This is an optimization exercise on Yosys and OpenROAD, whose aim is small area and a short achievable clock period, not a production implementation.
Only simulation tests tie the RTL to the original design; equivalence was not proved.
Power is estimated from default activity; no workload was simulated.

Setup of run A:
## cray_core_top
module cray_core_top
(
   input  wire          clk,
   input  wire          rst,
   input  wire  [15:0]  i_nip_nxt,
   input  wire  [63:0]  i_word_nxt,
   input  wire          i_nip_vld,
   output logic [23:0]  o_p_addr,
   output logic         o_clear_ibufs,
   output logic         o_mem_ce,
   output logic [63:0]  o_data_to_mem,
   output logic         o_mem_wr_en
);
   logic s_exec, s_clr, s_fetch, s_wait, s_store, s_load, s_done;
   logic clr_q;
   logic [3:0]  cnt;
   logic [3:0]  cnt_nxt;
   logic        last;
   logic        ctx_rst;
   logic        ctx_rst_nxt;
   logic [7:0]  active_xa;
   logic [7:0]  xa;
   logic [6:0]  vl;
   logic [17:0] base_addr;
   logic [17:0] limit_addr;
   logic [23:0] p_addr;
   logic [23:0] a_rf [8];
   logic [15:0] nip;
   logic        nip_vld;
   logic [2:0]  cls;
   logic [2:0]  ci, cj, ck;
   logic [23:0] op_a, op_b;
   localparam logic [2:0] C_NOP   = 3'b000;
   localparam logic [2:0] C_EXCH  = 3'b001;
   localparam logic [2:0] C_SETVL = 3'b010;
   localparam logic [2:0] C_IMM22 = 3'b100;
   localparam logic [2:0] C_IMM6  = 3'b101;
   localparam logic [2:0] C_ADD   = 3'b110;
   localparam logic [2:0] C_SUB   = 3'b111;
   logic [2:0]  nip_cls;
   logic        exch_req, shift, two_parcel_nip;
   logic        wr_en, set_vl;
   logic [23:0] sum, result, wdata;
   logic        load_a;
   assign last    = &cnt;
   assign cnt_nxt = (s_store || s_load) ? cnt + 4'd1 : 4'd0;
   always_comb
   begin
      case (nip[15:9])
         7'o000, 7'o004: nip_cls = C_EXCH;
         7'o002:         nip_cls = C_SETVL;
         7'o020:         nip_cls = C_IMM22;
  ...
clock: 6.0 ns
lec_check: 0
cap_margin: 20
core_margin: 2
core_utilization: 55
cts_cluster_diameter: 80
cts_cluster_size: 30
setup_slack_margin: 2.7
slew_margin: 20
standard.sh (not shown) runs the stock make flow with config.mk's settings and CLKGATE_MAP_FILE= SYNTH_SCRIPT=/design/flow/synth_recipe.tcl, a recipe that flattens the netlist after the stock synthesis.
==> flow/flow/run.sh <==
#!/bin/bash
# Standard ORFS layout (the standard.sh, standard synthesis unchanged),
# except that buffer_ports puts plain buf_2 buffers on the I/O ports instead
# of the delay buffers it picks by default.
# Full make output goes to make.log; ORFS keeps each step's log in orfs/logs.
set -euo pipefail
export BUFFER_PORTS_ARGS="-buffer_cell sky130_fd_sc_hd__buf_2"
bash standard.sh > make.log 2>&1
Run A: all stages complete, timing, DRC and antenna checks passed
For run B, these inputs were changed with respect to run A:
Settings: CTS_CLUSTER_DIAMETER: 80 -> unset; CORE_UTILIZATION: 55 -> 65; CTS_CLUSTER_SIZE: 30 -> unset; SETUP_SLACK_MARGIN: 2.7 -> 3.0.
Notes after the runs:
- Run B: design internal power 21% above run A
- Run A → run B: share of the clock period used by the worst path fell by 2.5 points, wire length rose by 0.43%.
- Changes observed in run B relative to run A: sequential share of layout area moved down, first-pass GRT wire length moved down.
[inputs] run C vs run B
Settings: swapping 65 for 55 in CORE_UTILIZATION.
==> flow/flow/run.sh <==
#!/bin/bash
# Standard ORFS layout (the standard.sh, standard synthesis unchanged),
# except that the I/O port buffers are plain buffers (buf_1 on inputs,
# buf_2 on outputs) instead of the delay buffers buffer_ports picks by
# default; flow/ports.tcl places them just before global placement.
# Full make output goes to make.log; ORFS keeps each step's log in orfs/logs.
set -euo pipefail
export DONT_BUFFER_PORTS=1
export PRE_GLOBAL_PLACE_TCL="$PWD/flow/ports.tcl"
bash standard.sh > make.log 2>&1
==> flow/flow/ports.tcl (new file) <==
# every input and output port gets a buffer, as buffer_ports does by default
puts "Perform port buffering (flow/ports.tcl)..."
buffer_ports -inputs -buffer_cell sky130_fd_sc_hd__buf_1
buffer_ports -outputs -buffer_cell sky130_fd_sc_hd__buf_2
## What came out
Run C completed every stage of the flow, and the final layout passed the timing, design-rule and antenna checks.
Of run B and run C, run C shows the higher proportion of cell area occupied by multi-input gates, with run B below it.
Run C: clock power lower than run B
Combinational share of power was lower in run C than in run B.
As far as worst hold-check slack is concerned, run B and run C perform about the same.
Diff run B -> run C: total power now smaller, post-layout minimum cycle time now larger.
NOTE: count of plain and timing-repair buffers in run C falls short of that of run B
Per the comparison of run C with run B, aggregate routed wire length picked up an extra 2.7%, initial detailed-routing violation count saw a decrease, setup slack shows a reduction of 0.023 ns.
### run C -> run D
Settings: changing SETUP_SLACK_MARGIN from 3.0 to 2.9; setting ABC_AREA to 1 for the first time; setting CTS_CLUSTER_DIAMETER to 80 for the first time; setting CTS_CLUSTER_SIZE to 30 for the first time.
==> flow/flow/run.sh <==
#!/bin/bash
# Standard ORFS layout (the standard.sh, standard synthesis unchanged),
# except that buffer_ports puts plain buf_2 buffers on the I/O ports instead
# of the delay buffers it picks by default.
# Full make output goes to make.log; ORFS keeps each step's log in orfs/logs.
set -euo pipefail
export BUFFER_PORTS_ARGS="-buffer_cell sky130_fd_sc_hd__buf_2"
bash standard.sh > make.log 2>&1
removed: flow/flow/ports.tcl
Results
Arithmetic-cell share of the synthesized area counting full adders, half adders and majority gates of run C is on par with run D. For the antenna cell count, run D came in 2 lower than run C did. On area taken by flip-flops and latches, run C and run D are neck and neck. Going from run C to run D, post-synthesis average cell area shrinks by about 25%.

========
== willow ==
cray_core_top again, from the RTL that the note above started with.
export LEC_CHECK = 0
export CAP_MARGIN = 20
export CORE_MARGIN = 2
export CORE_UTILIZATION = 40
export SETUP_SLACK_MARGIN = 3.4
export SLEW_MARGIN = 20
create_clock -name core_clock -period 6.0 [get_ports {clk}]
run.sh (not shown) runs the stock make flow with config.mk's settings and CLKGATE_MAP_FILE= SYNTH_SCRIPT=/design/flow/synth_recipe.tcl, a recipe that flattens the netlist after the stock synthesis.
Stock flow here: none of the scripts above is used.
Modified inputs, umber compared to willow
Settings: CTS_BUF_LIST: unset -> sky130_fd_sc_hd__clkbuf_8 sky130_fd_sc_hd__clkbuf_4; CORE_UTILIZATION: 40 -> 65; CTS_CLUSTER_SIZE: unset -> 20; SETUP_SLACK_MARGIN: 3.4 -> 2.8.
==> flow/flow/run.sh (new file) <==
#!/bin/bash
# Standard ORFS layout (the standard.sh, standard synthesis unchanged),
# except that buffer_ports puts plain buf_2 buffers on the I/O ports instead
# of the delay buffers it picks by default.
# Full make output goes to make.log; ORFS keeps each step's log in orfs/logs.
set -euo pipefail
export BUFFER_PORTS_ARGS="-buffer_cell sky130_fd_sc_hd__buf_2"
bash standard.sh > make.log 2>&1
==> flow/standard.sh (new file) <==
#!/bin/bash
# synth_recipe.tcl (not shown) runs the flow's synth.tcl, then flattens the netlist and writes it again
# the make line also repeats each setting of config.mk as NAME=value (left out here)
make -C /OpenROAD-flow-scripts/flow DESIGN_CONFIG=/design/flow/config.mk WORK_HOME=/design/flow/orfs CLKGATE_MAP_FILE= SYNTH_SCRIPT=/design/flow/synth_recipe.tcl "${@:-finish}"
removed: flow/run.sh
Results
umber and willow all finish clean. Summary — critical path depth, umber relative to willow: lower, by 1. Note that the number of nets in the layout recorded for umber amounts to 0.931 times the value seen in willow. Lower cell area after layout was reported by umber, not willow. Routed wire in umber totals less than in willow.
Here is what was changed in the inputs of quartz compared with umber.
Settings: a change of CORE_UTILIZATION from 65 to 55; a change of CTS_CLUSTER_SIZE from 20 to 24; an added CTS_CLUSTER_DIAMETER of 60; a change of SETUP_SLACK_MARGIN from 2.8 to 3.0; a deleted CTS_BUF_LIST that had been sky130_fd_sc_hd__clkbuf_8 sky130_fd_sc_hd__clkbuf_4.
Findings:
- The run showing the greater overall fraction of global-route tracks in use is umber.
- The endpoint of the worst setup timing path comes out a_rf[0][22] in one run and a_rf[7][15] in the other, namely in quartz and umber respectively.
- Between umber and quartz, the flow reports number of buffers other than clock buffers in the final layout increasing by more than 10%.
- quartz against umber: highest fanout seen on the critical path shows no meaningful change, count of fill cells added during filler insertion shows an increase of 618, area growth from synthesis to final layout shows an increase of 5.5 points, clock buffer count in the final layout shows a reduction of 31, worst clock skew shows no meaningful change.
diff inputs: quartz => sierra
Settings: CTS_CLUSTER_SIZE changed from 24 to 30; CTS_CLUSTER_DIAMETER changed from 60 to 80; SETUP_SLACK_MARGIN changed from 3.0 to 2.9.
==> run summary <==
Post-route fraction of the period consumed by the critical path was higher in the run labelled quartz. Final standard cell count with taps included and fillers excluded, sierra vs quartz: down by a few percent. sierra: routed via count 284 below quartz. Number of vias per cell after detailed routing in sierra is about 0.9% higher than in quartz. Clock period minus final worst setup slack is higher on quartz. Between quartz and sierra, the flow reports clock buffer count in the final layout decreasing by more than a quarter. Status: final weighted congestion of routability-driven global placement parity (sierra, quartz). sierra vs quartz: cell area down in sierra. quartz vs sierra, endpoint of the worst setup timing path: a_rf[0][22] vs a_rf[3][21].

-- separate check: timing with driven ports --
No port has a modelled driver above. Below, the same layouts with a new extraction and two added sets of constraints.
Step 1 (the two cells are an assumption about what drives the block):
set clk [get_ports {clk}]
set_driving_cell -lib_cell sky130_fd_sc_hd__clkbuf_16 $clk
set_driving_cell -lib_cell sky130_fd_sc_hd__buf_2 [delete_from_list [all_inputs] $clk]
Step 2 adds t to the input delays and takes it off the output delays; t is the mean of the earliest and latest rising clock arrival at the registers after step 1. Input paths then give back, and output paths get back, about the clock's delay inside the block.
a / b / c = no drivers / after step 1 / after step 2; a / b = the first two.
| run | t, ns | setup slack, ns | hold WS [ns] | worst setup path at the end |
|---|---|---|---|---|
| run A | 0.604 | 2.750 / 2.750 / 2.610 | 0.487 / 0.487 / 0.487 | input to register |
| run B | 0.577 | 2.900 / 2.900 / 2.794 | 0.481 / 0.481 / 0.481 | input to register |
| run C | 0.620 | 2.877 / 2.877 / 2.877 | 0.480 / 0.483 / 0.483 | register to register |
| run D | 0.627 | 2.869 / 2.869 / 2.611 | 0.454 / 0.454 / 0.454 | input to register |
| willow | 0.625 | 2.908 / 2.862 / 2.737 | 0.474 / 0.474 / 0.474 | input to register |
| umber | 0.671 | 2.832 / 2.804 / 2.488 | 0.485 / 0.485 / 0.485 | input to register |
| quartz | 0.595 | 2.904 / 2.904 / 2.904 | 0.484 / 0.484 / 0.484 | register to register |
| sierra | 0.593 | 2.972 / 2.947 / 2.692 | 0.488 / 0.488 / 0.488 | input to register |
After both steps every run listed still meets setup and hold. For umber, which loses most, drivers alone change the setup slack by -0.028 ns; drivers and shift together by -0.344 ns.
